Source: an optimization exercise on an open RTL-to-GDS flow (aim: small area, a short achievable clock period and few clock cycles per item). Production flows keep margins and buffers that such runs may drop.
Where RTL was checked, it was by simulation tests only, not by an equivalence proof against the original.
Only the layout flow was run in run 1; the RTL was not checked for function there.

## flow/design.v (module list and top-level ports; edited modules follow where they fit)
// module quad_disc_root: 1331 lines
module quad_disc_root #(
   parameter int W_IN   = quad_pkg::W_IN_DEF,
   parameter int W_DISC = 2*W_IN + 2,
   parameter int W_ROOT = W_IN + 1
) (
   input  logic                     CLK,
   input  logic                     RST,
   input  logic                     START,
   input  logic signed [W_IN-1:0]   A,
   input  logic signed [W_IN-1:0]   B,
   input  logic signed [W_IN-1:0]   C,
   output logic                     BUSY,
   output logic                     DONE,
   output logic signed [W_DISC-1:0] DISC,
   output logic        [W_ROOT-1:0] SQRT,
   output logic                     EXACT,
   output logic        [1:0]        ST
);
  // ...
==> flow/flow/run.sh <==
#!/bin/bash
# Layout: the standard flow (standard.sh: ORFS synthesis through finish)
# with two changes: the buffers that ORFS puts on every input and output port
# are sky130_fd_sc_hd__buf_2 instead of the delay cell buffer_ports picks by
# default, and the timing repair after clock-tree synthesis and global routing
# aims for a setup slack margin, so it sizes the critical paths.
set -o pipefail
export BUFFER_PORTS_ARGS="-buffer_cell sky130_fd_sc_hd__buf_2"
export SETUP_SLACK_MARGIN=9.8
bash standard.sh > standard.log 2>&1
==> flow/standard.sh <==
#!/bin/bash
# synth_recipe.tcl (not shown) runs the flow's synth.tcl, then flattens the netlist and writes it again
# the make line also repeats each setting of config.mk as NAME=value (left out here)
make -C /OpenROAD-flow-scripts/flow DESIGN_CONFIG=/design/flow/config.mk WORK_HOME=/design/flow/orfs CLKGATE_MAP_FILE= SYNTH_SCRIPT=/design/flow/synth_recipe.tcl "${@:-finish}"
==> flow/config.mk <==
export PLATFORM = sky130hd
export DESIGN_NAME = quad_disc_root
export DESIGN_NICKNAME = quad_disc_root
export VERILOG_FILES = /design/flow/design.v
export SDC_FILE = /design/flow/constraint.sdc
export NUM_CORES = 4
export LEC_CHECK = 0
export CAP_MARGIN = 20
export CORE_MARGIN = 2
export CORE_UTILIZATION = 60
export CTS_CLUSTER_DIAMETER = 100
export CTS_CLUSTER_SIZE = 25
export SLEW_MARGIN = 20
==> flow/constraint.sdc <==
create_clock -name core_clock -period 13.5 [get_ports {CLK}]
set_input_delay 2.7000 -clock core_clock [delete_from_list [all_inputs] [get_ports {CLK}]]
set_output_delay 2.7000 -clock core_clock [all_outputs]
set_load 0.01 [all_outputs]
==> run summary, run 1 <==
Tcrit/Tclk final -> 0.278
CTS root buffer -> clkbuf_16
DP HPWL -> 67.6 mm
FF-to-FF path depth -> 9
Core Box Area -> 65600 µm²
syn_area_per_cell -> 9.82 µm²
FP Rows -> 94
Tap Count -> 864
Top Family by Delay on Critical Path -> flip-flops
most frequent cells in the layout -> 658 x dfxtp_1, 402 x inv_1, 326 x ha_1, 262 x xnor2_1, 257 x nor2_1
met2 GRT Util -> 0.460
initial antenna violation count -> 0
flop2flop setup slack -> 9.87 ns
#MultiIn Comb -> 2762
status -> complete, no violations
length of routed met2 wiring -> 43.0 mm
gr busiest metal -> met2
synthesized area -> 39700 µm²
total gr overflow -> 0
Worst-Margin Slew -> 1.14 ns
relative slew slack -> 0.241
Clock Pin Slew Worst Setup and Hold Paths -> 0.10 ns
CP Buf/Inv Count -> 1
port bufs -> 104
Setup crit start -> DISC[27]$_SDFFE_PP0P_
Primary FF master, synth -> dfxtp_1
Final Hold Slack -> 0.322 ns
DP Area -> 40900 µm²
n_diodes -> 1
area leader, netlist -> dfxtp_1
inverters -> 405
==> run 2, diff against run 1 <==
--- a/flow/design.v
+++ b/flow/design.v
@@ -605,436 +605,384 @@
    assign css168 = (((one0[6] & a0[15]) | (two0[6] & a0[14])) ^ neg0[6]) ^ (((one0[7] & a0[13]) | (two0[7] & a0[12])) ^ neg0[7]) ^ ~(b0[15] & b0[13]);
    assign csc168 = ((((one0[6] & a0[15]) | (two0[6] & a0[14])) ^ neg0[6]) & (((one0[7] & a0[13]) | (two0[7] & a0[12])) ^ neg0[7])) | ((((one0[6] & a0[15]) | (two0[6] & a0[14])) ^ neg0[6]) & ~(b0[15] & b0[13])) | ((((one0[7] & a0[13]) | (two0[7] & a0[12])) ^ neg0[7]) & ~(b0[15] & b0[13]));
    wire cshs17, cshc17;
    assign cshs17 = 1'b1 ^ csc121;
    assign cshc17 = 1'b1 & csc121;
    wire css169, csc169;
    assign css169 = ~((((one0[6] & a0[15]) | (two0[6] & a0[15])) ^ neg0[6])) ^ (((one0[7] & a0[14]) | (two0[7] & a0[13])) ^ neg0[7]) ^ ~(b0[15] & b0[14]);
    assign csc169 = (~((((one0[6] & a0[15]) | (two0[6] & a0[15])) ^ neg0[6])) & (((one0[7] & a0[14]) | (two0[7] & a0[13])) ^ neg0[7])) | (~((((one0[6] & a0[15]) | (two0[6] & a0[15])) ^ neg0[6])) & ~(b0[15] & b0[14])) | ((((one0[7] & a0[14]) | (two0[7] & a0[13])) ^ neg0[7]) & ~(b0[15] & b0[14]));
+   wire cshs18, cshc18;
+   assign cshs18 = ((one0[0] & a0[0]) ^ neg0[0]) ^ neg0[0];
+   assign cshc18 = ((one0[0] & a0[0]) ^ neg0[0]) & neg0[0];
+   wire cshs19, cshc19;
+   assign cshs19 = b0[0] & b0[3] ^ b0[1] & b0[2];
+   assign cshc19 = b0[0] & b0[3] & b0[1] & b0[2];
+   wire css170, csc170;
+   assign css170 = b0[0] & b0[4] ^ b0[1] & b0[3] ^ csc122;
+   assign csc170 = (b0[0] & b0[4] & b0[1] & b0[3]) | (b0[0] & b0[4] & csc122) | (b0[1] & b0[3] & csc122);
+   wire css171, csc171;
+   assign css171 = css64 ^ cshc15 ^ css123;
+   assign csc171 = (css64 & cshc15) | (css64 & css123) | (cshc15 & css123);
+   wire css172, csc172;
+   assign css172 = csc123 ^ cshc16 ^ css124;
+   assign csc172 = (csc123 & cshc16) | (csc123 & css124) | (cshc16 & css124);
+   wire css173, csc173;
+   assign css173 = csc124 ^ csc125 ^ css126;
+   assign csc173 = (csc124 & csc125) | (csc124 & css126) | (csc125 & css126);
+   wire css174, csc174;
+   assign css174 = csc126 ^ csc127 ^ css128;
+   assign csc174 = (csc126 & csc127) | (csc126 & css128) | (csc127 & css128);
+   wire css175, csc175;
+   assign css175 = csc128 ^ csc129 ^ css130;
+   assign csc175 = (csc128 & csc129) | (csc128 & css130) | (csc129 & css130);
+   wire css176, csc176;
+   assign css176 = csc130 ^ csc131 ^ css132;
+   assign csc176 = (csc130 & csc131) | (csc130 & css132) | (csc131 & css132);
+   wire css177, csc177;
+   assign css177 = csc132 ^ csc133 ^ css134;
+   assign csc177 = (csc132 & csc133) | (csc132 & css134) | (csc133 & css134);
+   wire css178, csc178;
+   assign css178 = csc134 ^ csc135 ^ css136;
+   assign csc178 = (csc134 & csc135) | (csc134 & css136) | (csc135 & css136);
+   wire css179, csc179;
+   assign css179 = csc136 ^ csc137 ^ css138;
+   assign csc179 = (csc136 & csc137) | (csc136 & css138) | (csc137 & css138);
+   wire css180, csc180;
+   assign css180 = csc138 ^ csc139 ^ css140;
+   assign csc180 = (csc138 & csc139) | (csc138 & css140) | (csc139 & css140);
+   wire css181, csc181;
+   assign css181 = csc140 ^ csc141 ^ css142;
+   assign csc181 = (csc140 & csc141) | (csc140 & css142) | (csc141 & css142);
+   wire css182, csc182;
+   assign css182 = csc142 ^ csc143 ^ css144;
+   assign csc182 = (csc142 & csc143) | (csc142 & css144) | (csc143 & css144);
+   wire css183, csc183;
+   assign css183 = csc144 ^ csc145 ^ css146;
+   assign csc183 = (csc144 & csc145) | (csc144 & css146) | (csc145 & css146);
+   wire css184, csc184;
+   assign css184 = csc146 ^ csc147 ^ css148;
+   assign csc184 = (csc146 & csc147) | (csc146 & css148) | (csc147 & css148);
+   wire css185, csc185;
+   assign css185 = csc148 ^ csc149 ^ css150;
+   assign csc185 = (csc148 & csc149) | (csc148 & css150) | (csc149 & css150);
+   wire css186, csc186;
+   assign css186 = csc150 ^ csc151 ^ css152;
+   assign csc186 = (csc150 & csc151) | (csc150 & css152) | (csc151 & css152);
+   wire css187, csc187;
+   assign css187 = csc152 ^ csc153 ^ css154;
+   assign csc187 = (csc152 & csc153) | (csc152 & css154) | (csc153 & css154);
+   wire css188, csc188;
+   assign css188 = csc154 ^ csc155 ^ css156;
+   assign csc188 = (csc154 & csc155) | (csc154 & css156) | (csc155 & css156);
+   wire css189, csc189;
+   assign css189 = csc156 ^ csc157 ^ css158;
+   assign csc189 = (csc156 & csc157) | (csc156 & css158) | (csc157 & css158);
+   wire css190, csc190;
+   assign css190 = csc158 ^ csc159 ^ css160;
+   assign csc190 = (csc158 & csc159) | (csc158 & css160) | (csc159 & css160);
+   wire css191, csc191;
+   assign css191 = csc160 ^ csc161 ^ css162;
+   assign csc191 = (csc160 & csc161) | (csc160 & css162) | (csc161 & css162);
+   wire css192, csc192;
+   assign css192 = csc162 ^ csc163 ^ css164;
+   assign csc192 = (csc162 & csc163) | (csc162 & css164) | (csc163 & css164);
+   wire css193, csc193;
+   assign css193 = csc164 ^ csc165 ^ css166;
+   assign csc193 = (csc164 & csc165) | (csc164 & css166) | (csc165 & css166);
+   wire css194, csc194;
+   assign css194 = csc166 ^ csc167 ^ css168;
+   assign csc194 = (csc166 & csc167) | (csc166 & css168) | (csc167 & css168);
+   wire css195, csc195;
+   assign css195 = b0[15] ^ csc168 ^ cshc17;
+   assign csc195 = (b0[15] & csc168) | (b0[15] & cshc17) | (csc168 & cshc17);
    logic        v1, z1;
    logic q1_0_0;
    logic q1_2_0;
    logic q1_2_1;
    logic q1_2_2;
-   logic q1_2_3;
    logic q1_3_0;
    logic q1_3_1;
+   logic q1_3_2;
    logic q1_4_0;
    logic q1_4_1;
    logic q1_4_2;
-   logic q1_4_3;
    logic q1_5_0;
    logic q1_5_1;
    logic q1_5_2;
-   logic q1_5_3;
    logic q1_6_0;
    logic q1_6_1;
    logic q1_6_2;
-   logic q1_6_3;
    logic q1_7_0;
    logic q1_7_1;
    logic q1_7_2;
-   logic q1_7_3;
    logic q1_8_0;
    logic q1_8_1;
    logic q1_8_2;
-   logic q1_8_3;
    logic q1_9_0;
    logic q1_9_1;
    logic q1_9_2;
-   logic q1_9_3;
    logic q1_10_0;
    logic q1_10_1;
    logic q1_10_2;
-   logic q1_10_3;
    logic q1_11_0;
    logic q1_11_1;
    logic q1_11_2;
-   logic q1_11_3;
    logic q1_12_0;
    logic q1_12_1;
    logic q1_12_2;
-   logic q1_12_3;
    logic q1_13_0;
    logic q1_13_1;
    logic q1_13_2;
-   logic q1_13_3;
    logic q1_14_0;
    logic q1_14_1;
    logic q1_14_2;
-   logic q1_14_3;
    logic q1_15_0;
    logic q1_15_1;
    logic q1_15_2;
-   logic q1_15_3;
    logic q1_16_0;
    logic q1_16_1;
    logic q1_16_2;
-   logic q1_16_3;
    logic q1_17_0;
    logic q1_17_1;
    logic q1_17_2;
-   logic q1_17_3;
    logic q1_18_0;
    logic q1_18_1;
    logic q1_18_2;
-   logic q1_18_3;
    logic q1_19_0;
    logic q1_19_1;
    logic q1_19_2;
-   logic q1_19_3;
    logic q1_20_0;
    logic q1_20_1;
    logic q1_20_2;
-   logic q1_20_3;
    logic q1_21_0;
    logic q1_21_1;
    logic q1_21_2;
-   logic q1_21_3;
    logic q1_22_0;
    logic q1_22_1;
    logic q1_22_2;
-   logic q1_22_3;
    logic q1_23_0;
    logic q1_23_1;
    logic q1_23_2;
-   logic q1_23_3;
    logic q1_24_0;
    logic q1_24_1;
    logic q1_24_2;
-   logic q1_24_3;
    logic q1_25_0;
    logic q1_25_1;
    logic q1_25_2;
-   logic q1_25_3;
    logic q1_26_0;
    logic q1_26_1;
    logic q1_26_2;
-   logic q1_26_3;
    logic q1_27_0;
    logic q1_27_1;
    logic q1_27_2;
-   logic q1_27_3;
    logic q1_28_0;
    logic q1_28_1;
    logic q1_28_2;
-   logic q1_28_3;
    logic q1_29_0;
    logic q1_29_1;
    logic q1_29_2;
-   logic q1_29_3;
    logic q1_30_0;
    logic q1_30_1;
    logic q1_30_2;
-   logic q1_30_3;
    logic q1_31_0;
    logic q1_31_1;
+   logic q1_31_2;
    logic q1_32_0;
    logic q1_33_0;
    always_ff @(posedge CLK) begin
       v1 <= v0 & ~RST;
       z1 <= (a0 == 16'd0);
       q1_0_0 <= b0[0];
-      q1_2_0 <= ((one0[0] & a0[0]) ^ neg0[0]);
-      q1_2_1 <= neg0[0];
-      q1_2_2 <= b0[0] & b0[1];
-      q1_2_3 <= b0[1];
+      q1_2_0 <= b0[0] & b0[1];
+      q1_2_1 <= b0[1];
+      q1_2_2 <= cshs18;
       q1_3_0 <= (((one0[0] & a0[1]) | (two0[0] & a0[0])) ^ neg0[0]);
       q1_3_1 <= b0[0] & b0[2];
-      q1_4_0 <= b0[0] & b0[3];
-      q1_4_1 <= b0[1] & b0[2];
-      q1_4_2 <= b0[2];
-      q1_4_3 <= css122;
-      q1_5_0 <= b0[0] & b0[4];
-      q1_5_1 <= b0[1] & b0[3];
-      q1_5_2 <= csc122;
-      q1_5_3 <= cshs15;
-      q1_6_0 <= css64;
-      q1_6_1 <= cshc15;
-      q1_6_2 <= css123;
-      q1_6_3 <= cshs16;
-      q1_7_0 <= csc123;
-      q1_7_1 <= cshc16;
-      q1_7_2 <= css124;
-      q1_7_3 <= css125;
-      q1_8_0 <= csc124;
-      q1_8_1 <= csc125;
-      q1_8_2 <= css126;
-      q1_8_3 <= css127;
-      q1_9_0 <= csc126;
-      q1_9_1 <= csc127;
-      q1_9_2 <= css128;
-      q1_9_3 <= css129;
-      q1_10_0 <= csc128;
-      q1_10_1 <= csc129;
-      q1_10_2 <= css130;
-      q1_10_3 <= css131;
-      q1_11_0 <= csc130;
-      q1_11_1 <= csc131;
-      q1_11_2 <= css132;
-      q1_11_3 <= css133;
-      q1_12_0 <= csc132;
-      q1_12_1 <= csc133;
-      q1_12_2 <= css134;
-      q1_12_3 <= css135;
-      q1_13_0 <= csc134;
-      q1_13_1 <= csc135;
-      q1_13_2 <= css136;
-      q1_13_3 <= css137;
-      q1_14_0 <= csc136;
-      q1_14_1 <= csc137;
-      q1_14_2 <= css138;
-      q1_14_3 <= css139;
-      q1_15_0 <= csc138;
-      q1_15_1 <= csc139;
-      q1_15_2 <= css140;
-      q1_15_3 <= css141;
-      q1_16_0 <= csc140;
-      q1_16_1 <= csc141;
-      q1_16_2 <= css142;
-      q1_16_3 <= css143;
-      q1_17_0 <= csc142;
-      q1_17_1 <= csc143;
-      q1_17_2 <= css144;
-      q1_17_3 <= css145;
-      q1_18_0 <= csc144;
-      q1_18_1 <= csc145;
-      q1_18_2 <= css146;
-      q1_18_3 <= css147;
-      q1_19_0 <= csc146;
-      q1_19_1 <= csc147;
-      q1_19_2 <= css148;
-      q1_19_3 <= css149;
-      q1_20_0 <= csc148;
-      q1_20_1 <= csc149;
-      q1_20_2 <= css150;
-      q1_20_3 <= css151;
-      q1_21_0 <= csc150;
-      q1_21_1 <= csc151;
-      q1_21_2 <= css152;
-      q1_21_3 <= css153;
-      q1_22_0 <= csc152;
-      q1_22_1 <= csc153;
-      q1_22_2 <= css154;
-      q1_22_3 <= css155;
-      q1_23_0 <= csc154;
-      q1_23_1 <= csc155;
-      q1_23_2 <= css156;
-      q1_23_3 <= css157;
-      q1_24_0 <= csc156;
-      q1_24_1 <= csc157;
-      q1_24_2 <= css158;
-      q1_24_3 <= css159;
-      q1_25_0 <= csc158;
-      q1_25_1 <= csc159;
-      q1_25_2 <= css160;
-      q1_25_3 <= css161;
-      q1_26_0 <= csc160;
-      q1_26_1 <= csc161;
-      q1_26_2 <= css162;
-      q1_26_3 <= css163;
-      q1_27_0 <= csc162;
-      q1_27_1 <= csc163;
-      q1_27_2 <= css164;
-      q1_27_3 <= css165;
-      q1_28_0 <= csc164;
-      q1_28_1 <= csc165;
-      q1_28_2 <= css166;
-      q1_28_3 <= css167;
-      q1_29_0 <= csc166;
-      q1_29_1 <= csc167;
-      q1_29_2 <= css168;
-      q1_29_3 <= cshs17;
-      q1_30_0 <= b0[15];
-      q1_30_1 <= csc168;
-      q1_30_2 <= cshc17;
-      q1_30_3 <= css169;
+      q1_3_2 <= cshc18;
+      q1_4_0 <= b0[2];
+      q1_4_1 <= css122;
+      q1_4_2 <= cshs19;
+      q1_5_0 <= cshs15;
+      q1_5_1 <= cshc19;
+      q1_5_2 <= css170;
+      q1_6_0 <= cshs16;
+      q1_6_1 <= csc170;
+      q1_6_2 <= css171;
+      q1_7_0 <= css125;
+      q1_7_1 <= csc171;
+      q1_7_2 <= css172;
+      q1_8_0 <= css127;
+      q1_8_1 <= csc172;
+      q1_8_2 <= css173;
+      q1_9_0 <= css129;
+      q1_9_1 <= csc173;
+      q1_9_2 <= css174;
+      q1_10_0 <= css131;
+      q1_10_1 <= csc174;
+      q1_10_2 <= css175;
+      q1_11_0 <= css133;
+      q1_11_1 <= csc175;
+      q1_11_2 <= css176;
+      q1_12_0 <= css135;
+      q1_12_1 <= csc176;
+      q1_12_2 <= css177;
+      q1_13_0 <= css137;
+      q1_13_1 <= csc177;
+      q1_13_2 <= css178;
+      q1_14_0 <= css139;
+      q1_14_1 <= csc178;
+      q1_14_2 <= css179;
+      q1_15_0 <= css141;
+      q1_15_1 <= csc179;
+      q1_15_2 <= css180;
+      q1_16_0 <= css143;
+      q1_16_1 <= csc180;
+      q1_16_2 <= css181;
+      q1_17_0 <= css145;
+      q1_17_1 <= csc181;
+      q1_17_2 <= css182;
+      q1_18_0 <= css147;
+      q1_18_1 <= csc182;
+      q1_18_2 <= css183;
+      q1_19_0 <= css149;
+      q1_19_1 <= csc183;
+      q1_19_2 <= css184;
+      q1_20_0 <= css151;
+      q1_20_1 <= csc184;
+      q1_20_2 <= css185;
+      q1_21_0 <= css153;
+      q1_21_1 <= csc185;
+      q1_21_2 <= css186;
+      q1_22_0 <= css155;
+      q1_22_1 <= csc186;
+      q1_22_2 <= css187;
+      q1_23_0 <= css157;
+      q1_23_1 <= csc187;
+      q1_23_2 <= css188;
+      q1_24_0 <= css159;
+      q1_24_1 <= csc188;
+      q1_24_2 <= css189;
+      q1_25_0 <= css161;
+      q1_25_1 <= csc189;
+      q1_25_2 <= css190;
+      q1_26_0 <= css163;
+      q1_26_1 <= csc190;
+      q1_26_2 <= css191;
+      q1_27_0 <= css165;
+      q1_27_1 <= csc191;
+      q1_27_2 <= css192;
+      q1_28_0 <= css167;
+      q1_28_1 <= csc192;
+      q1_28_2 <= css193;
+      q1_29_0 <= cshs17;
+      q1_29_1 <= csc193;
+      q1_29_2 <= css194;
+      q1_30_0 <= css169;
+      q1_30_1 <= csc194;
+      q1_30_2 <= css195;
       q1_31_0 <= (((one0[7] & a0[15]) | (two0[7] & a0[14])) ^ neg0[7]);
       q1_31_1 <= csc169;
+      q1_31_2 <= csc195;
       q1_32_0 <= ~((((one0[7] & a0[15]) | (two0[7] & a0[15])) ^ neg0[7]));
       q1_33_0 <= 1'b1;
    end
    wire cths0, cthc0;
    assign cths0 = q1_2_0 ^ q1_2_1;
    assign cthc0 = q1_2_0 & q1_2_1;
-   wire cths1, cthc1;
-   assign cths1 = q1_4_0 ^ q1_4_1;
-   assign cthc1 = q1_4_0 & q1_4_1;
    wire cts0, ctc0;
-   assign cts0 = q1_5_0 ^ q1_5_1 ^ q1_5_2;
-   assign ctc0 = (q1_5_0 & q1_5_1) | (q1_5_0 & q1_5_2) | (q1_5_1 & q1_5_2);
+   assign cts0 = q1_3_0 ^ q1_3_1 ^ q1_3_2;
+   assign ctc0 = (q1_3_0 & q1_3_1) | (q1_3_0 & q1_3_2) | (q1_3_1 & q1_3_2);
    wire cts1, ctc1;
-   assign cts1 = q1_6_0 ^ q1_6_1 ^ q1_6_2;
-   assign ctc1 = (q1_6_0 & q1_6_1) | (q1_6_0 & q1_6_2) | (q1_6_1 & q1_6_2);
+   assign cts1 = q1_4_0 ^ q1_4_1 ^ q1_4_2;
+   assign ctc1 = (q1_4_0 & q1_4_1) | (q1_4_0 & q1_4_2) | (q1_4_1 & q1_4_2);
    wire cts2, ctc2;
-   assign cts2 = q1_7_0 ^ q1_7_1 ^ q1_7_2;
-   assign ctc2 = (q1_7_0 & q1_7_1) | (q1_7_0 & q1_7_2) | (q1_7_1 & q1_7_2);
+   assign cts2 = q1_5_0 ^ q1_5_1 ^ q1_5_2;
+   assign ctc2 = (q1_5_0 & q1_5_1) | (q1_5_0 & q1_5_2) | (q1_5_1 & q1_5_2);
    wire cts3, ctc3;
-   assign cts3 = q1_8_0 ^ q1_8_1 ^ q1_8_2;
-   assign ctc3 = (q1_8_0 & q1_8_1) | (q1_8_0 & q1_8_2) | (q1_8_1 & q1_8_2);
+   assign cts3 = q1_6_0 ^ q1_6_1 ^ q1_6_2;
+   assign ctc3 = (q1_6_0 & q1_6_1) | (q1_6_0 & q1_6_2) | (q1_6_1 & q1_6_2);
    wire cts4, ctc4;
-   assign cts4 = q1_9_0 ^ q1_9_1 ^ q1_9_2;
-   assign ctc4 = (q1_9_0 & q1_9_1) | (q1_9_0 & q1_9_2) | (q1_9_1 & q1_9_2);
+   assign cts4 = q1_7_0 ^ q1_7_1 ^ q1_7_2;
+   assign ctc4 = (q1_7_0 & q1_7_1) | (q1_7_0 & q1_7_2) | (q1_7_1 & q1_7_2);
    wire cts5, ctc5;
-   assign cts5 = q1_10_0 ^ q1_10_1 ^ q1_10_2;
-   assign ctc5 = (q1_10_0 & q1_10_1) | (q1_10_0 & q1_10_2) | (q1_10_1 & q1_10_2);
+   assign cts5 = q1_8_0 ^ q1_8_1 ^ q1_8_2;
+   assign ctc5 = (q1_8_0 & q1_8_1) | (q1_8_0 & q1_8_2) | (q1_8_1 & q1_8_2);
    wire cts6, ctc6;
-   assign cts6 = q1_11_0 ^ q1_11_1 ^ q1_11_2;
-   assign ctc6 = (q1_11_0 & q1_11_1) | (q1_11_0 & q1_11_2) | (q1_11_1 & q1_11_2);
+   assign cts6 = q1_9_0 ^ q1_9_1 ^ q1_9_2;
+   assign ctc6 = (q1_9_0 & q1_9_1) | (q1_9_0 & q1_9_2) | (q1_9_1 & q1_9_2);
    wire cts7, ctc7;
-   assign cts7 = q1_12_0 ^ q1_12_1 ^ q1_12_2;
-   assign ctc7 = (q1_12_0 & q1_12_1) | (q1_12_0 & q1_12_2) | (q1_12_1 & q1_12_2);
+   assign cts7 = q1_10_0 ^ q1_10_1 ^ q1_10_2;
+   assign ctc7 = (q1_10_0 & q1_10_1) | (q1_10_0 & q1_10_2) | (q1_10_1 & q1_10_2);
    wire cts8, ctc8;
-   assign cts8 = q1_13_0 ^ q1_13_1 ^ q1_13_2;
-   assign ctc8 = (q1_13_0 & q1_13_1) | (q1_13_0 & q1_13_2) | (q1_13_1 & q1_13_2);
+   assign cts8 = q1_11_0 ^ q1_11_1 ^ q1_11_2;
+   assign ctc8 = (q1_11_0 & q1_11_1) | (q1_11_0 & q1_11_2) | (q1_11_1 & q1_11_2);
    wire cts9, ctc9;
-   assign cts9 = q1_14_0 ^ q1_14_1 ^ q1_14_2;
-   assign ctc9 = (q1_14_0 & q1_14_1) | (q1_14_0 & q1_14_2) | (q1_14_1 & q1_14_2);
+   assign cts9 = q1_12_0 ^ q1_12_1 ^ q1_12_2;
+   assign ctc9 = (q1_12_0 & q1_12_1) | (q1_12_0 & q1_12_2) | (q1_12_1 & q1_12_2);
    wire cts10, ctc10;
-   assign cts10 = q1_15_0 ^ q1_15_1 ^ q1_15_2;
-   assign ctc10 = (q1_15_0 & q1_15_1) | (q1_15_0 & q1_15_2) | (q1_15_1 & q1_15_2);
+   assign cts10 = q1_13_0 ^ q1_13_1 ^ q1_13_2;
+   assign ctc10 = (q1_13_0 & q1_13_1) | (q1_13_0 & q1_13_2) | (q1_13_1 & q1_13_2);
    wire cts11, ctc11;
-   assign cts11 = q1_16_0 ^ q1_16_1 ^ q1_16_2;
-   assign ctc11 = (q1_16_0 & q1_16_1) | (q1_16_0 & q1_16_2) | (q1_16_1 & q1_16_2);
+   assign cts11 = q1_14_0 ^ q1_14_1 ^ q1_14_2;
+   assign ctc11 = (q1_14_0 & q1_14_1) | (q1_14_0 & q1_14_2) | (q1_14_1 & q1_14_2);
    wire cts12, ctc12;
-   assign cts12 = q1_17_0 ^ q1_17_1 ^ q1_17_2;
-   assign ctc12 = (q1_17_0 & q1_17_1) | (q1_17_0 & q1_17_2) | (q1_17_1 & q1_17_2);
+   assign cts12 = q1_15_0 ^ q1_15_1 ^ q1_15_2;
+   assign ctc12 = (q1_15_0 & q1_15_1) | (q1_15_0 & q1_15_2) | (q1_15_1 & q1_15_2);
    wire cts13, ctc13;
-   assign cts13 = q1_18_0 ^ q1_18_1 ^ q1_18_2;
-   assign ctc13 = (q1_18_0 & q1_18_1) | (q1_18_0 & q1_18_2) | (q1_18_1 & q1_18_2);
+   assign cts13 = q1_16_0 ^ q1_16_1 ^ q1_16_2;
+   assign ctc13 = (q1_16_0 & q1_16_1) | (q1_16_0 & q1_16_2) | (q1_16_1 & q1_16_2);
    wire cts14, ctc14;
-   assign cts14 = q1_19_0 ^ q1_19_1 ^ q1_19_2;
-   assign ctc14 = (q1_19_0 & q1_19_1) | (q1_19_0 & q1_19_2) | (q1_19_1 & q1_19_2);
+   assign cts14 = q1_17_0 ^ q1_17_1 ^ q1_17_2;
+   assign ctc14 = (q1_17_0 & q1_17_1) | (q1_17_0 & q1_17_2) | (q1_17_1 & q1_17_2);
    wire cts15, ctc15;
-   assign cts15 = q1_20_0 ^ q1_20_1 ^ q1_20_2;
-   assign ctc15 = (q1_20_0 & q1_20_1) | (q1_20_0 & q1_20_2) | (q1_20_1 & q1_20_2);
+   assign cts15 = q1_18_0 ^ q1_18_1 ^ q1_18_2;
+   assign ctc15 = (q1_18_0 & q1_18_1) | (q1_18_0 & q1_18_2) | (q1_18_1 & q1_18_2);
    wire cts16, ctc16;
-   assign cts16 = q1_21_0 ^ q1_21_1 ^ q1_21_2;
-   assign ctc16 = (q1_21_0 & q1_21_1) | (q1_21_0 & q1_21_2) | (q1_21_1 & q1_21_2);
+   assign cts16 = q1_19_0 ^ q1_19_1 ^ q1_19_2;
+   assign ctc16 = (q1_19_0 & q1_19_1) | (q1_19_0 & q1_19_2) | (q1_19_1 & q1_19_2);
    wire cts17, ctc17;
-   assign cts17 = q1_22_0 ^ q1_22_1 ^ q1_22_2;
-   assign ctc17 = (q1_22_0 & q1_22_1) | (q1_22_0 & q1_22_2) | (q1_22_1 & q1_22_2);
+   assign cts17 = q1_20_0 ^ q1_20_1 ^ q1_20_2;
+   assign ctc17 = (q1_20_0 & q1_20_1) | (q1_20_0 & q1_20_2) | (q1_20_1 & q1_20_2);
    wire cts18, ctc18;
-   assign cts18 = q1_23_0 ^ q1_23_1 ^ q1_23_2;
-   assign ctc18 = (q1_23_0 & q1_23_1) | (q1_23_0 & q1_23_2) | (q1_23_1 & q1_23_2);
+   assign cts18 = q1_21_0 ^ q1_21_1 ^ q1_21_2;
+   assign ctc18 = (q1_21_0 & q1_21_1) | (q1_21_0 & q1_21_2) | (q1_21_1 & q1_21_2);
    wire cts19, ctc19;
-   assign cts19 = q1_24_0 ^ q1_24_1 ^ q1_24_2;
-   assign ctc19 = (q1_24_0 & q1_24_1) | (q1_24_0 & q1_24_2) | (q1_24_1 & q1_24_2);
+   assign cts19 = q1_22_0 ^ q1_22_1 ^ q1_22_2;
+   assign ctc19 = (q1_22_0 & q1_22_1) | (q1_22_0 & q1_22_2) | (q1_22_1 & q1_22_2);
    wire cts20, ctc20;
-   assign cts20 = q1_25_0 ^ q1_25_1 ^ q1_25_2;
-   assign ctc20 = (q1_25_0 & q1_25_1) | (q1_25_0 & q1_25_2) | (q1_25_1 & q1_25_2);
+   assign cts20 = q1_23_0 ^ q1_23_1 ^ q1_23_2;
+   assign ctc20 = (q1_23_0 & q1_23_1) | (q1_23_0 & q1_23_2) | (q1_23_1 & q1_23_2);
    wire cts21, ctc21;
-   assign cts21 = q1_26_0 ^ q1_26_1 ^ q1_26_2;
-   assign ctc21 = (q1_26_0 & q1_26_1) | (q1_26_0 & q1_26_2) | (q1_26_1 & q1_26_2);
+   assign cts21 = q1_24_0 ^ q1_24_1 ^ q1_24_2;
+   assign ctc21 = (q1_24_0 & q1_24_1) | (q1_24_0 & q1_24_2) | (q1_24_1 & q1_24_2);
    wire cts22, ctc22;
-   assign cts22 = q1_27_0 ^ q1_27_1 ^ q1_27_2;
-   assign ctc22 = (q1_27_0 & q1_27_1) | (q1_27_0 & q1_27_2) | (q1_27_1 & q1_27_2);
+   assign cts22 = q1_25_0 ^ q1_25_1 ^ q1_25_2;
+   assign ctc22 = (q1_25_0 & q1_25_1) | (q1_25_0 & q1_25_2) | (q1_25_1 & q1_25_2);
    wire cts23, ctc23;
-   assign cts23 = q1_28_0 ^ q1_28_1 ^ q1_28_2;
-   assign ctc23 = (q1_28_0 & q1_28_1) | (q1_28_0 & q1_28_2) | (q1_28_1 & q1_28_2);
+   assign cts23 = q1_26_0 ^ q1_26_1 ^ q1_26_2;
+   assign ctc23 = (q1_26_0 & q1_26_1) | (q1_26_0 & q1_26_2) | (q1_26_1 & q1_26_2);
    wire cts24, ctc24;
-   assign cts24 = q1_29_0 ^ q1_29_1 ^ q1_29_2;
-   assign ctc24 = (q1_29_0 & q1_29_1) | (q1_29_0 & q1_29_2) | (q1_29_1 & q1_29_2);
+   assign cts24 = q1_27_0 ^ q1_27_1 ^ q1_27_2;
+   assign ctc24 = (q1_27_0 & q1_27_1) | (q1_27_0 & q1_27_2) | (q1_27_1 & q1_27_2);
    wire cts25, ctc25;
-   assign cts25 = q1_30_0 ^ q1_30_1 ^ q1_30_2;
-   assign ctc25 = (q1_30_0 & q1_30_1) | (q1_30_0 & q1_30_2) | (q1_30_1 & q1_30_2);
-   wire cths2, cthc2;
-   assign cths2 = q1_2_2 ^ q1_2_3;
-   assign cthc2 = q1_2_2 & q1_2_3;
+   assign cts25 = q1_28_0 ^ q1_28_1 ^ q1_28_2;
+   assign ctc25 = (q1_28_0 & q1_28_1) | (q1_28_0 & q1_28_2) | (q1_28_1 & q1_28_2);
    wire cts26, ctc26;
-   assign cts26 = q1_3_0 ^ q1_3_1 ^ cthc0;
-   assign ctc26 = (q1_3_0 & q1_3_1) | (q1_3_0 & cthc0) | (q1_3_1 & cthc0);
+   assign cts26 = q1_29_0 ^ q1_29_1 ^ q1_29_2;
+   assign ctc26 = (q1_29_0 & q1_29_1) | (q1_29_0 & q1_29_2) | (q1_29_1 & q1_29_2);
    wire cts27, ctc27;
-   assign cts27 = q1_4_2 ^ q1_4_3 ^ cths1;
-   assign ctc27 = (q1_4_2 & q1_4_3) | (q1_4_2 & cths1) | (q1_4_3 & cths1);
+   assign cts27 = q1_30_0 ^ q1_30_1 ^ q1_30_2;
+   assign ctc27 = (q1_30_0 & q1_30_1) | (q1_30_0 & q1_30_2) | (q1_30_1 & q1_30_2);
    wire cts28, ctc28;
-   assign cts28 = q1_5_3 ^ cthc1 ^ cts0;
-   assign ctc28 = (q1_5_3 & cthc1) | (q1_5_3 & cts0) | (cthc1 & cts0);
-   wire cts29, ctc29;
-   assign cts29 = q1_6_3 ^ ctc0 ^ cts1;
-   assign ctc29 = (q1_6_3 & ctc0) | (q1_6_3 & cts1) | (ctc0 & cts1);
-   wire cts30, ctc30;
-   assign cts30 = q1_7_3 ^ ctc1 ^ cts2;
-   assign ctc30 = (q1_7_3 & ctc1) | (q1_7_3 & cts2) | (ctc1 & cts2);
-   wire cts31, ctc31;
-   assign cts31 = q1_8_3 ^ ctc2 ^ cts3;
-   assign ctc31 = (q1_8_3 & ctc2) | (q1_8_3 & cts3) | (ctc2 & cts3);
-   wire cts32, ctc32;
-   assign cts32 = q1_9_3 ^ ctc3 ^ cts4;
-   assign ctc32 = (q1_9_3 & ctc3) | (q1_9_3 & cts4) | (ctc3 & cts4);
-   wire cts33, ctc33;
-   assign cts33 = q1_10_3 ^ ctc4 ^ cts5;
-   assign ctc33 = (q1_10_3 & ctc4) | (q1_10_3 & cts5) | (ctc4 & cts5);
-   wire cts34, ctc34;
-   assign cts34 = q1_11_3 ^ ctc5 ^ cts6;
-   assign ctc34 = (q1_11_3 & ctc5) | (q1_11_3 & cts6) | (ctc5 & cts6);
-   wire cts35, ctc35;
-   assign cts35 = q1_12_3 ^ ctc6 ^ cts7;
-   assign ctc35 = (q1_12_3 & ctc6) | (q1_12_3 & cts7) | (ctc6 & cts7);
-   wire cts36, ctc36;
-   assign cts36 = q1_13_3 ^ ctc7 ^ cts8;
-   assign ctc36 = (q1_13_3 & ctc7) | (q1_13_3 & cts8) | (ctc7 & cts8);
-   wire cts37, ctc37;
-   assign cts37 = q1_14_3 ^ ctc8 ^ cts9;
-   assign ctc37 = (q1_14_3 & ctc8) | (q1_14_3 & cts9) | (ctc8 & cts9);
-   wire cts38, ctc38;
-   assign cts38 = q1_15_3 ^ ctc9 ^ cts10;
-   assign ctc38 = (q1_15_3 & ctc9) | (q1_15_3 & cts10) | (ctc9 & cts10);
-   wire cts39, ctc39;
-   assign cts39 = q1_16_3 ^ ctc10 ^ cts11;
-   assign ctc39 = (q1_16_3 & ctc10) | (q1_16_3 & cts11) | (ctc10 & cts11);
-   wire cts40, ctc40;
-   assign cts40 = q1_17_3 ^ ctc11 ^ cts12;
-   assign ctc40 = (q1_17_3 & ctc11) | (q1_17_3 & cts12) | (ctc11 & cts12);
-   wire cts41, ctc41;
-   assign cts41 = q1_18_3 ^ ctc12 ^ cts13;
-   assign ctc41 = (q1_18_3 & ctc12) | (q1_18_3 & cts13) | (ctc12 & cts13);
-   wire cts42, ctc42;
-   assign cts42 = q1_19_3 ^ ctc13 ^ cts14;
-   assign ctc42 = (q1_19_3 & ctc13) | (q1_19_3 & cts14) | (ctc13 & cts14);
-   wire cts43, ctc43;
-   assign cts43 = q1_20_3 ^ ctc14 ^ cts15;
-   assign ctc43 = (q1_20_3 & ctc14) | (q1_20_3 & cts15) | (ctc14 & cts15);
-   wire cts44, ctc44;
-   assign cts44 = q1_21_3 ^ ctc15 ^ cts16;
-   assign ctc44 = (q1_21_3 & ctc15) | (q1_21_3 & cts16) | (ctc15 & cts16);
-   wire cts45, ctc45;
-   assign cts45 = q1_22_3 ^ ctc16 ^ cts17;
-   assign ctc45 = (q1_22_3 & ctc16) | (q1_22_3 & cts17) | (ctc16 & cts17);
-   wire cts46, ctc46;
-   assign cts46 = q1_23_3 ^ ctc17 ^ cts18;
-   assign ctc46 = (q1_23_3 & ctc17) | (q1_23_3 & cts18) | (ctc17 & cts18);
-   wire cts47, ctc47;
-   assign cts47 = q1_24_3 ^ ctc18 ^ cts19;
-   assign ctc47 = (q1_24_3 & ctc18) | (q1_24_3 & cts19) | (ctc18 & cts19);
-   wire cts48, ctc48;
-   assign cts48 = q1_25_3 ^ ctc19 ^ cts20;
-   assign ctc48 = (q1_25_3 & ctc19) | (q1_25_3 & cts20) | (ctc19 & cts20);
-   wire cts49, ctc49;
-   assign cts49 = q1_26_3 ^ ctc20 ^ cts21;
-   assign ctc49 = (q1_26_3 & ctc20) | (q1_26_3 & cts21) | (ctc20 & cts21);
-   wire cts50, ctc50;
-   assign cts50 = q1_27_3 ^ ctc21 ^ cts22;
-   assign ctc50 = (q1_27_3 & ctc21) | (q1_27_3 & cts22) | (ctc21 & cts22);
-   wire cts51, ctc51;
-   assign cts51 = q1_28_3 ^ ctc22 ^ cts23;
-   assign ctc51 = (q1_28_3 & ctc22) | (q1_28_3 & cts23) | (ctc22 & cts23);
-   wire cts52, ctc52;
-   assign cts52 = q1_29_3 ^ ctc23 ^ cts24;
-   assign ctc52 = (q1_29_3 & ctc23) | (q1_29_3 & cts24) | (ctc23 & cts24);
-   wire cts53, ctc53;
-   assign cts53 = q1_30_3 ^ ctc24 ^ cts25;
-   assign ctc53 = (q1_30_3 & ctc24) | (q1_30_3 & cts25) | (ctc24 & cts25);
-   wire cts54, ctc54;
-   assign cts54 = q1_31_0 ^ q1_31_1 ^ ctc25;
-   assign ctc54 = (q1_31_0 & q1_31_1) | (q1_31_0 & ctc25) | (q1_31_1 & ctc25);
+   assign cts28 = q1_31_0 ^ q1_31_1 ^ q1_31_2;
+   assign ctc28 = (q1_31_0 & q1_31_1) | (q1_31_0 & q1_31_2) | (q1_31_1 & q1_31_2);
    logic [33:0] x1, y1, d1;
-   assign x1 = {q1_33_0, q1_32_0, ctc53, ctc52, ctc51, ctc50, ctc49, ctc48, ctc47, ctc46, ctc45, ctc44, ctc43, ctc42, ctc41, ctc40, ctc39, ctc38, ctc37, ctc36, ctc35, ctc34, ctc33, ctc32, ctc31, ctc30, ctc29, ctc28, ctc27, ctc26, cthc2, cths0, 1'b0, q1_0_0};
-   assign y1 = {1'b0, ctc54, cts54, cts53, cts52, cts51, cts50, cts49, cts48, cts47, cts46, cts45, cts44, cts43, cts42, cts41, cts40, cts39, cts38, cts37, cts36, cts35, cts34, cts33, cts32, cts31, cts30, cts29, cts28, cts27, cts26, cths2, 1'b0, 1'b0};
+   assign x1 = {q1_33_0, q1_32_0, ctc27, ctc26, ctc25, ctc24, ctc23, ctc22, ctc21, ctc20, ctc19, ctc18, ctc17, ctc16, ctc15, ctc14, ctc13, ctc12, ctc11, ctc10, ctc9, ctc8, ctc7, ctc6, ctc5, ctc4, ctc3, ctc2, ctc1, ctc0, cthc0, q1_2_2, 1'b0, q1_0_0};
+   assign y1 = {1'b0, ctc28, cts28, cts27, cts26, cts25, cts24, cts23, cts22, cts21, cts20, cts19, cts18, cts17, cts16, cts15, cts14, cts13, cts12, cts11, cts10, cts9, cts8, cts7, cts6, cts5, cts4, cts3, cts2, cts1, cts0, cths0, 1'b0, 1'b0};
    assign d1 = x1 + y1;
    logic        v2;
    logic        z2;
    logic [33:0] d2;
    always_ff @(posedge CLK) begin
       v2 <= v1 & ~RST;
       z2 <= z1;
       d2 <= d1;
==> flow/config.mk (replaced) <==
export PLATFORM = sky130hd
export DESIGN_NAME = quad_disc_root
export DESIGN_NICKNAME = quad_disc_root
export VERILOG_FILES = /design/flow/design.v
export SDC_FILE = /design/flow/constraint.sdc
export NUM_CORES = 4
export LEC_CHECK = 0
export CAP_MARGIN = 20
export CORE_MARGIN = 2
export CORE_UTILIZATION = 75
export CTS_CLUSTER_DIAMETER = 100
export CTS_CLUSTER_SIZE = 25
export SLEW_MARGIN = 20
==> run 2 against run 1 <==
Against the previous run: cell count shrank 6.9%; synthesized cell count fell by 4.0%; via count is 5.3% higher; first-iteration DRC count increased by 25%; largest cell class unchanged.
==> run summary, run 2 <==
Clock Pin Slew Worst Setup and Hold Paths -> 0.09 ns (about the same)
die width -> 231 µm
Synth warnings -> 1
Top Family by Delay on Critical Path -> flip-flops
synthesized area -> 38800 µm² (-2.4%)
io pins -> 107
Slowest Stage Delay on Critical Path -> 0.36 ns
CTS tree -> built
worst hold path startpoint -> d9[15]$_DFF_P_
final setup fails -> 0
number of remaining DRC errors -> 0
n_diodes -> 0 (-1)
max_cap viols -> 0
syn_area_per_cell -> 9.98 µm² (+1.6%)
Yosys reg bits -> 696
commonest non-fill, non-tap cell in the layout -> dfxtp_1
Placer Congestion -> 1.00
total negative slack -> 0 ns
CP Launch Type -> flip-flop
Sink Count -> 696
WL per Instance -> 20.5 µm
Initial DRC Count -> 2084
first-pass GRT wire length -> 153 mm
share of post-route cells with drive strength above 1 -> 0.0914
Post-synth EDFFs -> 0
Tcrit/Tclk final -> 0.279 (+0.00153)
Pins Over Slew Limit -> 0
fmax -> 265 MHz
relative slew slack -> 0.330 (+0.0884)
register area share after synthesis -> 0.360
synthesis-to-layout area growth -> 6.47%
Clk Latency, worst-skew pair -> 0.60 ns
top cell type's share of synthesized area -> 0.360
skew final -> 0.0299 ns
Initial Util -> 0.757
initial antenna violation count -> 2 (+2)
Worst-Margin Slew -> 1.00 ns (-0.132 ns)
Die Span Y -> 231 µm
status -> complete, no violations
full die area -> 53500 µm²
total gr overflow -> 0 (unchanged)
CP max stage cell -> dfxtp_2
Primary FF master, synth -> dfxtp_1
Post-synth ARST share -> 0
most common library cells after synthesis -> 696 x dfxtp_1, 327 x ha_1, 307 x inv_1
most frequent cells in the layout -> 605 x dfxtp_1, 327 x ha_1, 307 x inv_1, 256 x xnor2_1, 248 x fa_1
FF-to-FF path depth -> 10 (+1)
CP Buf/Inv Count -> 1 (unchanged)
CTS root buffer -> clkbuf_16
Hold Path Cell Cnt -> 0
DP HPWL -> 71.1 mm (+5.2%)
Routed Antenna Nets -> 0
Nets -> 4539
port bufs -> 104 (unchanged)
Crit Path Class -> reg2out
Core Box Area -> 51200 µm² (-22%)
Netlist cell types -> 92
Final Hold Viols -> 0
WP data arrival -> 1.07 ns
largest net degree at the start of global routing -> 66
crit path cell chain -> buf_6
FP Rows -> 83 (-12%)
CP max FO -> 2
area leader, netlist -> dfxtp_1
DR vias -> 28700
most frequent cell after synthesis -> dfxtp_1
unrepaired setup endpoints after global routing -> yes
Critical Path RT -> 10.80 ns
number of vias per cell -> 6.24
Core Util, Final -> 0.806
flop2flop setup slack -> 9.91 ns (+0.04 ns)
Max Buffers Root-to-Sink -> 3
fill count -> 3063
min-delay worst type -> reg2reg
WHS Endpoint -> d10[15]$_DFF_P_
Synth area leaders -> dfxtp_1 36%, fa_1 13%, ha_1 11%, xnor2_1 5.8%, inv_1 3.0%
GRT Resource Usage Total -> 0.359
crit path time final -> 3.77 ns
FF-to-FF End -> m10[3]$_DFF_P_
Post-Syn Instances -> 3882
vias in the first global route -> 30100
Worst Setup End Kind -> primary output
H-tree depth -> 2
Reg-to-Reg Start -> d9[2]$_DFF_P_
TritonCTS buffer count -> 34
router iterations before antenna repair -> 6
Post-Route WL -> 94.5 mm
[run 2: cell types whose count changed in the layout (fill, tap and decap cells not counted), moves of 13 or more]
cell     change
dfxtp_2     +27
a21oi_1     -22
maj3_1      +15
dfxtp_1     -53
mux2_2      +13
a31oi_1     +13
inv_1       -95
nor2_1      -16
[run 2: layout make-up]
type | count | area (µm²) | share of cell area
Tap cell | 680 | 851 | 0.0206
Multi-Input combinational cell | 2728 | 23100 | 0.560
Inverter | 311 | 1170 | 0.0283
Clock buffer | 36 | 880 | 0.0213
Sequential cell | 696 | 14000 | 0.340
Clock inverter | 5 | 65.1 | 0.00158
Timing Repair Buffer | 142 | 1140 | 0.0276
[run 2: cells by family (layout without fill, tap and decap cells)]
logic type / count (synthesis) / count (layout) / share of synthesized area
fa+ha+maj: 592 / 592 / 0.238
buf+inv: 459 / 494 / 0.0457
mux: 109 / 109 / 0.0291
other cells: 1 / 2 / 0.0000968
compound gates: 829 / 829 / 0.142
flops: 696 / 696 / 0.360
xor+xnor: 383 / 383 / 0.0866
simple gates: 813 / 813 / 0.0985
[run 2: worst max-delay path by stage]
| stage | startpoint | endpoint | cells past startpoint |
|---|---|---|---|
| after floorplan | neg0[7]$_DFF_P_ | q1_19_2$_DFF_P_ | 9 |
| final | DISC[3]$_SDFFE_PP0P_ | DISC[3] | 1 |
| after detailed placement | neg0[2]$_DFF_P_ | q1_19_2$_DFF_P_ | 10 |
| after CTS | DISC[3]$_SDFFE_PP0P_ | DISC[3] | 1 |
| after global placement | neg0[2]$_DFF_P_ | q1_19_2$_DFF_P_ | 10 |
| after global routing | DISC[25]$_SDFFE_PP0P_ | DISC[25] | 1 |
[run 2: timing repair]
item | in CTS | in global routing
pin swaps | 0 | 1
hold buffers | 0 | 0
setup endpoints to repair | 68 | 94
setup buffers | 14 | 11
resized for setup | 119 | 36
[run 2: routing by layer]
metal / GRT usage / vias to the layer above / routed length (µm)
li1: - / 13300 / -
met1: 0.403 / 13900 / 35300
met4: 0.231 / 2 / 6520
met3: 0.0484 / 419 / 4840
met5: 0 / - / 13
met2: 0.639 / 1153 / 47800
[run 2: stage by stage]
| stage | hold WS, ns | instances | area (µm²) | setup slack [ns] |
|---|---|---|---|---|
| 2_1_floorplan | 0.310 | 3883 | 38800 | 9.81 |
| 3_3_place_gp | 0.310 | 4532 | 39600 | 9.62 |
| 3_5_place_dp | 0.312 | 4532 | 39600 | 9.60 |
| 4_1_cts | 0.317 | 4587 | 41100 | 9.72 |
| 5_1_grt | 0.324 | 4598 | 41300 | 9.69 |
| 6_report | 0.325 | 4598 | 41300 | 9.73 |
Testbench counts of run 2, summed over its fixed seeds: cycles 2,496, items 2,400.
==> run 3, diff against run 2 <==
--- a/flow/config.mk
+++ b/flow/config.mk
@@ -9,3 +9,3 @@
 export CORE_MARGIN = 2
-export CORE_UTILIZATION = 75
+export CORE_UTILIZATION = 60
 export CTS_CLUSTER_DIAMETER = 100
==> run 3 against run 2 <==
Against the previous run: still clean on timing, DRC and antenna; worst hold slack worse by 0.0011 ns; flip-flop and latch count unchanged; synthesized cell count unchanged; final area up 0.47%; wire length down 4.2%; via count down 5.0%; die area up 25%; critical endpoint is now ST[0].
==> run summary, run 3 <==
Post-synth ARST share -> 0 (unchanged)
most common library cells after synthesis -> 696 x dfxtp_1, 327 x ha_1, 307 x inv_1
CP max stage cell -> dfxtp_2
status -> complete, no violations
die width -> 258 µm (+12%)
flop2flop setup slack -> 9.87 ns (-0.04 ns)
Clk Latency, worst-skew pair -> 0.60 ns (about the same)
crit path cell chain -> buf_6
Post-Syn Instances -> 3882 (unchanged)
Final Hold Viols -> 0 (unchanged)
Yosys reg bits -> 696 (unchanged)
Die Span Y -> 258 µm (+12%)
Pins Over Slew Limit -> 0 (unchanged)
fmax -> 266 MHz (+0.32%)
crit path time final -> 3.76 ns (-0.0120 ns)
FF-to-FF End -> q1_19_2$_DFF_P_
CP Buf/Inv Count -> 1 (unchanged)
WP data arrival -> 1.06 ns (about the same)
CTS root buffer -> clkbuf_16
syn_area_per_cell -> 9.98 µm² (unchanged)
synthesized area -> 38800 µm² (unchanged)
Initial DRC Count -> 1541 (-26%)
top cell type's share of synthesized area -> 0.360 (unchanged)
worst hold path startpoint -> d3[31]$_DFF_P_
min-delay worst type -> reg2reg
Post-Route WL -> 90.5 mm (-4.2%)
DP HPWL -> 71.0 mm (-0.22%)
full die area -> 66600 µm² (+25%)
Primary FF master, synth -> dfxtp_1
DR vias -> 27300 (-5.0%)
Nets -> 4522 (-0.37%)
most frequent cells in the layout -> 605 x dfxtp_1, 327 x ha_1, 307 x inv_1, 256 x xnor2_1, 248 x fa_1
Max Buffers Root-to-Sink -> 3 (unchanged)
Worst-Margin Slew -> 1.03 ns (+0.0292 ns)
Crit Path Class -> reg2out
Tcrit/Tclk final -> 0.278 (-0.000892)
area leader, netlist -> dfxtp_1
router iterations before antenna repair -> 5 (-1)
synthesis-to-layout area growth -> 6.97%
total negative slack -> 0 ns (unchanged)
register area share after synthesis -> 0.360 (unchanged)
commonest non-fill, non-tap cell in the layout -> dfxtp_1
Clock Pin Slew Worst Setup and Hold Paths -> 0.10 ns (about the same)
GRT Resource Usage Total -> 0.274 (-0.0847)
share of post-route cells with drive strength above 1 -> 0.0883 (-0.00302)
CP Launch Type -> flip-flop
number of remaining DRC errors -> 0 (unchanged)
Initial Util -> 0.604 (-0.153)
Netlist cell types -> 92 (unchanged)
Top Family by Delay on Critical Path -> flip-flops
Post-synth EDFFs -> 0 (unchanged)
number of vias per cell -> 5.73 (-8.3%)
total gr overflow -> 0 (unchanged)
Reg-to-Reg Start -> two0[6]$_DFF_P_
largest net degree at the start of global routing -> 66 (unchanged)
unrepaired setup endpoints after global routing -> yes
FP Rows -> 93 (+12%)
Critical Path RT -> 10.80 ns (about the same)
port bufs -> 104 (unchanged)
first-pass GRT wire length -> 147 mm (-4.2%)
relative slew slack -> 0.310 (-0.0195)
io pins -> 107 (unchanged)
WHS Endpoint -> d4[31]$_DFF_P_
TritonCTS buffer count -> 36 (+5.9%)
Worst Setup End Kind -> primary output
final setup fails -> 0 (unchanged)
Synth area leaders -> dfxtp_1 36%, fa_1 13%, ha_1 11%, xnor2_1 5.8%, inv_1 3.0%
Hold Path Cell Cnt -> 0 (unchanged)
skew final -> 0.0303 ns (+0.000394 ns)
crit path setup slack, layout -> 9.74 ns (+0.0120 ns)
FF-to-FF path depth -> 10 (unchanged)
Core Box Area -> 64100 µm² (+25%)
WL per Instance -> 19.0 µm (-7.4%)
H-tree depth -> 2 (unchanged)
Core Util, Final -> 0.647 (-0.159)
most frequent cell after synthesis -> dfxtp_1
CTS tree -> built
initial antenna violation count -> 0 (-2)
max_cap viols -> 0 (unchanged)
Synth warnings -> 1 (unchanged)
vias in the first global route -> 28000 (-6.9%)
Routed Antenna Nets -> 0 (unchanged)
CP max FO -> 2 (unchanged)
Sink Count -> 696 (unchanged)
Place WS -> 9.53 ns (-0.0706 ns)
Slowest Stage Delay on Critical Path -> 0.36 ns (about the same)
Placer Congestion -> 0.988 (-1.6%)
run 3: repair_timing:
action | CTS | global route
resized for setup | 128 | 24
pin swaps | 0 | 1
setup buffers | 5 | 3
hold endpoints to repair | 0 | 0
setup endpoints to repair | 70 | 86
hold buffers | 0 | 0
run 3: logic make-up (layout without fill, tap and decap cells):
family          Yosys count  count (layout)  synth area share
xor+xnor                383             383            0.0866
fa+ha+maj               592             592             0.238
compound gates          829             829             0.142
other cells               1               3         0.0000968
flops                   696             696             0.360
mux                     109             109            0.0291
buf+inv                 459             481            0.0457
simple gates            813             813            0.0985
run 3: final cells by class:
type	instances	area, µm²
multi-input combinational	2728	23100
sequential	696	14000
inverter	311	1170
tap	855	1070
clock inverter	10	143
antenna	1	2.50
timing repair buffer	123	995
clock buffer	37	915
fill	5159	22700
run 3: stage by stage:
stage | hold WS (ns) | cells | area (µm²)
after floorplan | 0.310 | 3883 | 38800
after global placement | 0.309 | 4705 | 39800
after detailed placement | 0.312 | 4705 | 39800
after CTS | 0.327 | 4757 | 41400
after global routing | 0.332 | 4760 | 41500
final | 0.324 | 4761 | 41500
run 3: worst max-delay path by stage:
stage,from,endpoint,cells past startpoint
6_report,ST[0]$_SDFFE_PP0P_,ST[0],1
5_1_grt,SQRT[7]$_SDFFE_PP0P_,SQRT[7],1
2_1_floorplan,neg0[7]$_DFF_P_,q1_19_2$_DFF_P_,9
4_1_cts,SQRT[7]$_SDFFE_PP0P_,SQRT[7],1
3_3_place_gp,neg0[2]$_DFF_P_,q1_21_2$_DFF_P_,7
3_5_place_dp,neg0[2]$_DFF_P_,q1_19_2$_DFF_P_,10
run 3: worst register-to-register path, cell delays in order, from the launching register on:
cell and delay, ns:
dfxtp_1 0.71, a22oi_1 0.21, xor2_1 0.20, fa_1 0.51
fa_1 0.49, inv_1 0.05, fa_1 0.36, inv_1 0.09
fa_1 0.41, inv_1 0.09, fa_1 0.42
run 3: routing by layer:
metal  up-vias  track usage  part of all wire
met4         0        0.129             0.050
met3       202       0.0277             0.031
li1      13200            -                 -
met1     13300        0.326              0.42
met2       599        0.496              0.50
met5         -            0                 0

[what the ideal ports hide]
In the flow no input, the clock included, has a driving cell. The finished layouts below were timed again as built, in two steps. Step 1 sets driving cells, clkbuf_16 on the clock port and buf_2 on the other inputs (assumed; they add their load-dependent delay and slew). Step 2 times the ports against the registers' clock, not the clock port: input delays grow and output delays shrink by t, the midpoint of the rising clock arrivals with the driver on. Three values: ideal, step 1, step 2; two values: the first two.
| run | shift t [ns] | setup WS [ns] | worst hold slack (ns) |
|---|---|---|---|
| run 1 | 0.643 | 9.749 / 9.682 / 9.795 | 0.322 / 0.322 / 0.322 |
| run 2 | 0.647 | 9.729 / 9.666 / 9.739 | 0.325 / 0.325 / 0.325 |
| run 3 | 0.649 | 9.741 / 9.675 / 9.796 | 0.324 / 0.324 / 0.324 |
After both steps setup and hold are still met in every run listed.
